Source: an optimization exercise on an open RTL-to-GDS flow (aim: small area, a short achievable clock period and few clock cycles per item). Production flows keep margins and buffers that such runs may drop.
Function was checked by simulation only, so behaviour that the tests miss may differ from the original.
Power and IR drop assume default switching activity.

File: flow/run.sh
#!/bin/bash
# synth_recipe.tcl (not shown) runs the flow's synth.tcl, then flattens the netlist and writes it again
# the make line also repeats each setting of config.mk as NAME=value (left out here)
make -C /OpenROAD-flow-scripts/flow DESIGN_CONFIG=/design/flow/config.mk WORK_HOME=/design/flow/orfs CLKGATE_MAP_FILE= SYNTH_SCRIPT=/design/flow/synth_recipe.tcl finish
File: flow/config.mk
export PLATFORM = sky130hd
export DESIGN_NAME = lfu_cache_hit_detector_core
export DESIGN_NICKNAME = lfu_cache_hit_detector_core
export VERILOG_FILES = /design/flow/design.v
export SDC_FILE = /design/flow/constraint.sdc
export NUM_CORES = 4
export LEC_CHECK = 0
export CAP_MARGIN = 20
export CORE_MARGIN = 2
export CORE_UTILIZATION = 40
export SLEW_MARGIN = 20
File: flow/constraint.sdc
create_clock -name core_clock -period 5.0 [get_ports {clk}]
set_input_delay 1.0000 -clock core_clock [delete_from_list [all_inputs] [get_ports {clk}]]
set_output_delay 1.0000 -clock core_clock [all_outputs]
set_load 0.01 [all_outputs]
File: flow/design.v
package lchd_pkg;
    localparam int KEY_W             = 32;
    localparam int COUNT_W           = 16;
    localparam int CAP_W             = 5;
    localparam int TOTAL_W           = 32;
    localparam int MAX_ENTRIES_DFLT  = 16;
    localparam logic [CAP_W-1:0]   CAP_RESET = CAP_W'(16);
    localparam logic [COUNT_W-1:0] COUNT_MAX = '1;
    localparam logic [TOTAL_W-1:0] TOTAL_MAX = '1;
    localparam int RES_BITS = 1 + TOTAL_W;
    localparam int RES_W    = ((RES_BITS + 7) / 8) * 8;
    typedef struct packed {
        logic [KEY_W-1:0]   key;
        logic [COUNT_W-1:0] count;
    } entry_t;
endpackage
module lfu_cache_hit_detector_core #(
    parameter int MAX_ENTRIES = lchd_pkg::MAX_ENTRIES_DFLT
) (
    input  logic                          clk,
    input  logic                          rst_n,
    input  logic                          cfg_we,
    input  logic [lchd_pkg::CAP_W-1:0]    cfg_wdata,
    input  logic                          s_axis_tvalid,
    output logic                          s_axis_tready,
    input  logic [lchd_pkg::KEY_W-1:0]    s_axis_tdata,
    output logic                          m_axis_tvalid,
    input  logic                          m_axis_tready,
    output logic [lchd_pkg::RES_W-1:0]    m_axis_tdata
);
    localparam int N     = MAX_ENTRIES;
    localparam int KW    = lchd_pkg::KEY_W;
    localparam int CW    = lchd_pkg::COUNT_W;
    localparam int TW    = lchd_pkg::TOTAL_W;
    localparam int CAPW  = lchd_pkg::CAP_W;
    localparam int IDX_W = (N > 1) ? $clog2(N) : 1;
    logic [KW-1:0] key_q [0:N-1];
    logic [CW-1:0] cnt_q [0:N-1];
    logic [N-1:0]  v_q;
    logic [CAPW-1:0] cap_q;
    logic [TW-1:0] hits_q;
    logic          kv_q;
    logic [KW-1:0] k_q;
    logic [N-1:0]  meq_q;
    logic          hv_q, tv_q;
    logic          h_hit_q, t_hit_q;
    logic [TW-1:0] h_tot_q;
    logic upd, s_hs, pop;
    assign upd   = kv_q & ~tv_q;
    assign s_axis_tready = ~(kv_q & tv_q);
    assign s_hs  = s_axis_tvalid & s_axis_tready;
    assign pop   = hv_q & m_axis_tready;
    assign m_axis_tvalid = hv_q;
    assign m_axis_tdata  = lchd_pkg::RES_W'({h_tot_q, h_hit_q});
    logic [N-1:0] m, nsat, eqp, gl, gr, on, last, fh, ins;
    logic [N-1:0] sel_l, sel_r, sel_k, sel_p, hold, inc;
    logic         hit, miss, room;
    logic [IDX_W-1:0] lim;
    always_comb
    begin
        for (int i = 0; i < N; i++)
        begin
            m[i]    = upd & meq_q[i] & v_q[i];
            nsat[i] = ~&cnt_q[i];
            eqp[i]  = (i == 0) ? 1'b0 : (cnt_q[i] == cnt_q[(i-1)/2]);
        end
        for (int i = 0; i < N; i++)
        begin
            gl[i] = (2*i+1 < N) ? (v_q[(2*i+1) % N] & eqp[(2*i+1) % N]) : 1'b0;
            gr[i] = (2*i+2 < N) ? (v_q[(2*i+2) % N] & eqp[(2*i+2) % N] & ~gl[i]) : 1'b0;
        end
        for (int i = 0; i < N; i++)
        begin
            on[i] = m[i] & nsat[i];
            if (i > 0)
            begin
                on[i] = on[i] | (on[(i-1)/2] & (((i % 2) == 1) ? gl[(i-1)/2] : gr[(i-1)/2]));
            end
            last[i] = on[i] & ~gl[i] & ~gr[i];
        end
        for (int i = 0; i < N; i++)
        begin
            fh[i] = ~v_q[i] & ((i == 0) ? 1'b1 : v_q[(i+N-1) % N]);
        end
        for (int i = N-1; i >= 0; i--)
        begin
            ins[i] = fh[i];
            if (2*i+1 < N) ins[i] = ins[i] | ins[(2*i+1) % N];
            if (2*i+2 < N) ins[i] = ins[i] | ins[(2*i+2) % N];
        end
        hit  = |m;
        miss = upd & ~hit;
        if (cap_q == '0)
            lim = '0;
        else if (cap_q > CAPW'(N))
            lim = IDX_W'(N-1);
        else
            lim = IDX_W'(cap_q - CAPW'(1));
        room = ~v_q[lim];
        for (int i = 0; i < N; i++)
        begin
            sel_l[i] = on[i] & gl[i];
            sel_r[i] = on[i] & gr[i];
            sel_k[i] = last[i] | ((i == 0) ? miss : 1'b0);
            sel_p[i] = (i == 0) ? 1'b0 : (miss & room & ins[i]);
            hold[i]  = ~(sel_l[i] | sel_r[i] | sel_k[i] | sel_p[i]);
            inc[i]   = last[i];
        end
    end
    logic [KW-1:0] key_n [0:N-1];
    logic [CW-1:0] cnt_n [0:N-1];
    logic [N-1:0]  v_n;
    always_comb
    begin
        for (int i = 0; i < N; i++)
        begin
            key_n[i] = ({KW{hold[i]}}  & key_q[i])
                     | ({KW{sel_k[i]}} & k_q)
                     | ({KW{sel_p[i]}} & key_q[(i-1)/2])
                     | ({KW{sel_l[i]}} & key_q[(2*i+1) % N])
                     | ({KW{sel_r[i]}} & key_q[(2*i+2) % N]);
            if (inc[i])
                cnt_n[i] = cnt_q[i] + CW'(1);
            else if (i == 0 && miss)
                cnt_n[i] = '0;
            else if (sel_p[i])
                cnt_n[i] = cnt_q[(i-1)/2];
            else
                cnt_n[i] = cnt_q[i];
            v_n[i] = v_q[i] | (miss & room & fh[i]);
        end
    end
    logic [N-1:0] eqx, meq_n;
    logic         eqk;
    always_comb
    begin
        for (int i = 0; i < N; i++)
        begin
            eqx[i] = (s_axis_tdata == key_q[i]);
        end
        eqk = (s_axis_tdata == k_q);
        for (int i = 0; i < N; i++)
        begin
            meq_n[i] = (hold[i]  & eqx[i])
                     | (sel_k[i] & eqk)
                     | (sel_p[i] & eqx[(i-1)/2])
                     | (sel_l[i] & eqx[(2*i+1) % N])
                     | (sel_r[i] & eqx[(2*i+2) % N]);
        end
    end
    always_ff @(posedge clk)
    begin
        for (int i = 0; i < N; i++)
        begin
            key_q[i] <= key_n[i];
            cnt_q[i] <= cnt_n[i];
        end
        if (s_hs)
        begin
            k_q   <= s_axis_tdata;
            meq_q <= meq_n;
        end
    end
    logic [TW-1:0] hits_n;
    assign hits_n = (hit && (hits_q != lchd_pkg::TOTAL_MAX)) ? hits_q + TW'(1) : hits_q;
    logic load_head;
    assign load_head = (upd & (~hv_q | pop)) | (pop & tv_q);
    always_ff @(posedge clk or negedge rst_n)
    begin
        if (!rst_n)
        begin
            v_q    <= '0;
            cap_q  <= lchd_pkg::CAP_RESET;
            hits_q <= '0;
            kv_q   <= 1'b0;
            hv_q   <= 1'b0;
            tv_q   <= 1'b0;
        end
        else
        begin
            v_q    <= v_n;
            if (cfg_we)
                cap_q <= cfg_wdata;
            hits_q <= hits_n;
            kv_q   <= s_hs | (kv_q & ~upd);
            if (load_head)
                hv_q <= 1'b1;
            else if (pop)
                hv_q <= 1'b0;
            if (pop)
                tv_q <= 1'b0;
            else if (upd & hv_q)
                tv_q <= 1'b1;
        end
    end
    always_ff @(posedge clk)
    begin
        if (load_head)
        begin
            h_hit_q <= tv_q ? t_hit_q : hit;
            h_tot_q <= hits_n;
        end
        if (upd & hv_q & ~pop)
        begin
            t_hit_q <= hit;
        end
    end
endmodule
==> run notes <==
-- Yosys cell counts (11+ instances only) --
cell type  count
buf_4         19
dfrtp_1       55
inv_1         55
and3_1        44
xor2_1       464
nand4_1      177
mux2i_1      202
nand2_1      506
dfxtp_1      512
nor4_1       113
o211ai_1      35
nor3_1        37
nor2b_1      111
or2_2         13
a211oi_1     103
and4_1        27
a21oi_1      194
buf_1         36
a21o_1       171
edfxtp_1     338
mux2_2        30
nor2_1       355
a221o_1      290
ha_1          18
nand3_1      174
clkbuf_1     396
buf_2        110
xnor2_1      573
a22oi_1       35
nand2b_1      11
a22o_1       198
and2_1        21
o211a_1       35
o21ai_0      102
-- metrics by stage --
| step | cells | util (%) | hold slack (ns) |
|---|---|---|---|
| after floorplan | 5690 | - | 0.447 |
| after global placement | 7146 | 41.9 | 0.473 |
| after detailed placement | 7146 | 41.9 | 0.473 |
| after CTS | 7334 | 44.4 | 0.0403 |
| after global routing | 7334 | 44.4 | 0.0363 |
| final | 7336 | 44.4 | 0.0671 |
-- per-layer routing --
metal | track usage, % | vias to the layer above | wire length (um)
met5 | 0 | - | 0
met1 | 38.9 | 22300 | 82200
li1 | - | 20100 | -
met4 | 15.5 | 0 | 12700
met3 | 5.91 | 577 | 21300
met2 | 42.3 | 2741 | 86400
-- power by group through the flow --
stage	clock network (mW)	registers [mW]	logic, mW
floorplan	0	10.9	5.07
global placement	0	12.5	6.62
detailed placement	0	12.5	6.70
CTS	7.65	12.4	6.73
global route	7.92	12.6	7.35
finish	7.60	12.5	6.87
-- cell families after synthesis --
| family | count (synthesis) |
|---|---|
| and+or+nand+nor | 1643 |
| AOI/OAI and AO/OA | 1214 |
| xor gates and xnor gates | 1037 |
| DFF | 906 |
| buffers and inverters | 625 |
| muxes | 239 |
| adders and majority gates | 19 |
| other | 1 |
-- critical path, cell delays in order (launching register included) --
cell	delay, ns
dfrtp_1	0.57
clkinv_1	0.34
ha_1	0.38
nor4b_2	0.23
nor3_1	0.37
mux2i_1	0.16
a2111oi_1	0.69
a221oi_2	0.28
buf_4	0.27
and3b_1	0.22
buf_4	0.28
a22o_1	0.27
a21o_1	0.16
-- worst min-delay path by stage --
stage                                 endpoint  depth (start not counted)
final                     hits_q[13]$_DFF_PN0_                          1
after detailed placement   hits_q[8]$_DFF_PN0_                          1
after CTS                 hits_q[13]$_DFF_PN0_                          1
after global routing      hits_q[13]$_DFF_PN0_                          1
after global placement     hits_q[8]$_DFF_PN0_                          1
after floorplan           hits_q[13]$_DFF_PN0_                          1
-- final cells by class --
type / instances / area, um^2 / share of cell area (%)
multi-input cells: 4159 / 29500 / 49.8
flip-flops and latches: 906 / 21800 / 36.8
clock buffers: 135 / 2890 / 4.87
well taps: 1768 / 2210 / 3.73
repair buffers: 257 / 2190 / 3.70
clock inverters: 53 / 428 / 0.722
inverters: 56 / 210 / 0.355
diodes: 2 / 5.00 / 0.00845
-- sequential cells by signal, indices dropped and copies added (netlist names), 5 cells and up --
signal   flops
key_q      512
cnt_q      256
h_tot_q     32
hits_q      32
k_q         32
meq_q       16
v_q         16
cap_q        5
==> run notes <==
outcome=finished clean; Num CTS Buffers=100; fin crit share=90.0%; ranking of synthesized cells by area=dfxtp_1, edfxtp_1, xnor2_1; minimum clock period=4.50 ns; Hold/Removal Path Class=in2async; First DRT Iteration DRCs=5988; layout cell share with drive strength beyond 1=8.05%; vias in the first global route=42800; largest net degree at the start of global routing=68; post-synthesis cell type count=91; Int Power=16.9 mW; Syn Inst Count=5684; Vias/cell=6.23; area leader, netlist=dfxtp_1; CTS tree=built; Synth Area in Compound Gates=17.7%; Slew Viols, Final=0; placed standard-cell area=0.0559 mm^2; Setup TNS=0 ns; Clk pwr share=28.2%; Pwr Total=27.0 mW; design area=0.0592 mm^2; Crit. End Element=register; Max H-tree Level=3; number of buffers inserted by port buffering=76; Hold Fails Final Rpt=0; Net Sw Power=10.1 mW; Primary FF master, synth=dfxtp_1; worst relative slew slack=21.7%; Starting Density=40.3%; GR Util All Layers=28.6%; postcts setup bufs=0; WL final=203000 um; Setup violations, final=0; async set-reset flop share out of synthesis=6.18%; # DRC=0; fillers=12800; Synth Area in Simple Gates=15.0%; most common cell after layout, fill and taps aside=xnor2_1; Synth Area in XOR/XNOR=16.9%; latest clock arrival within the worst-skew pair=0.74 ns; Die H=371 um; R2R depth=12; post-CTS sizing=0; FF+latch count, synth=906; first-pass GRT wire length=296000 um; worst vdd ir=0.259 mV; Core Footprint=0.133 mm^2; worst setup path startpoint=cap_q[0]$_DFFE_PN0P_; Worst setup SP type=register; TritonRoute pass-1 iters=6; detailed placement HPWL=137000 um; worst-margin pin slew=1.16 ns; flop2flop setup slack=0.50 ns; # IOs=84; RSZ-0062 raised after global routing=no; combinational share of power=25.4%; YS warnings=5; FF-to-FF End=meq_q[10]$_DFFE_PP_; Worst Skew=0.0419 ns; sequential area share after synthesis=40.6%; DIE AREA=0.137 mm^2; Critical Path End=meq_q[10]$_DFFE_PP_; Post-synth EDFFs=338; P_leak=25.0 nW; Switching Share=37.4%; antenna violations before repair=3; final worst slack=0.500 ns; Worst-path clk slew=0.06 ns; pre-CTS WS=0.544 ns; row cnt=134; Mapped Area=0.0537 mm^2; FMAX=222 MHz; hold buffers post-CTS=0; mux cell area share after synthesis=4.54%; Reg power frac=46.4%; Mapped Avg Cell Area=9.46 um^2; antenna-violating nets left=0; Worst Path Arrival=4.97 ns; clock tree buffer depth=3; Max Cap Violations=0; clock sink count=906; R2R Path Start=cap_q[0]$_DFFE_PN0P_; most frequent cells in the layout=xnor2_1, dfxtp_1, nand2_1; WP data required=5.47 ns; chip width=371 um; Synth top area share=19.1%; via count=45700; Crit Path Category=reg2reg; root buf cell=clkbuf_16; crit path max fanout=34; PwrDens=455 mW/mm^2; Post-Synth Adder-Cell Area=0.438%; RD Place Congestion=0.973; nets@finish=5540; Overflow after GRT=0; largest family of logic cells by synthesized area=compound AO/OA/AOI/OAI gates; wire per inst=27.6 um; Syn-to-layout area delta=10.2%
Testbench counts, summed over its fixed seeds: cycles 12,016, items 12,000.

==> separate check: timing with driven ports <==
In the flow no input, the clock included, has a driving cell. The finished layout below was timed again as built, in two steps.
Step 1: set_driving_cell puts a clkbuf_16 on clk and a buf_2 on each other input, an assumption about the parent block.
Step 2 also shifts input and output timing later by t, the mid clock arrival at the registers, as if the neighbouring blocks saw the same clock.
Three values: no drivers, after step 1, after step 2; two values: the first two.
t, ns: 0.806
setup WS [ns]: 0.500 / 0.500 / 0.444
latest minus earliest clock arrival (ns): 0.042 / 0.042
worst register clock-pin slew, ns: 0.07 / 0.07
worst data-port slew with drivers (ns): 0.17
After both steps this run still meets setup and hold. For this run, drivers alone change the setup slack by 0.000 ns; drivers and shift together by -0.056 ns.
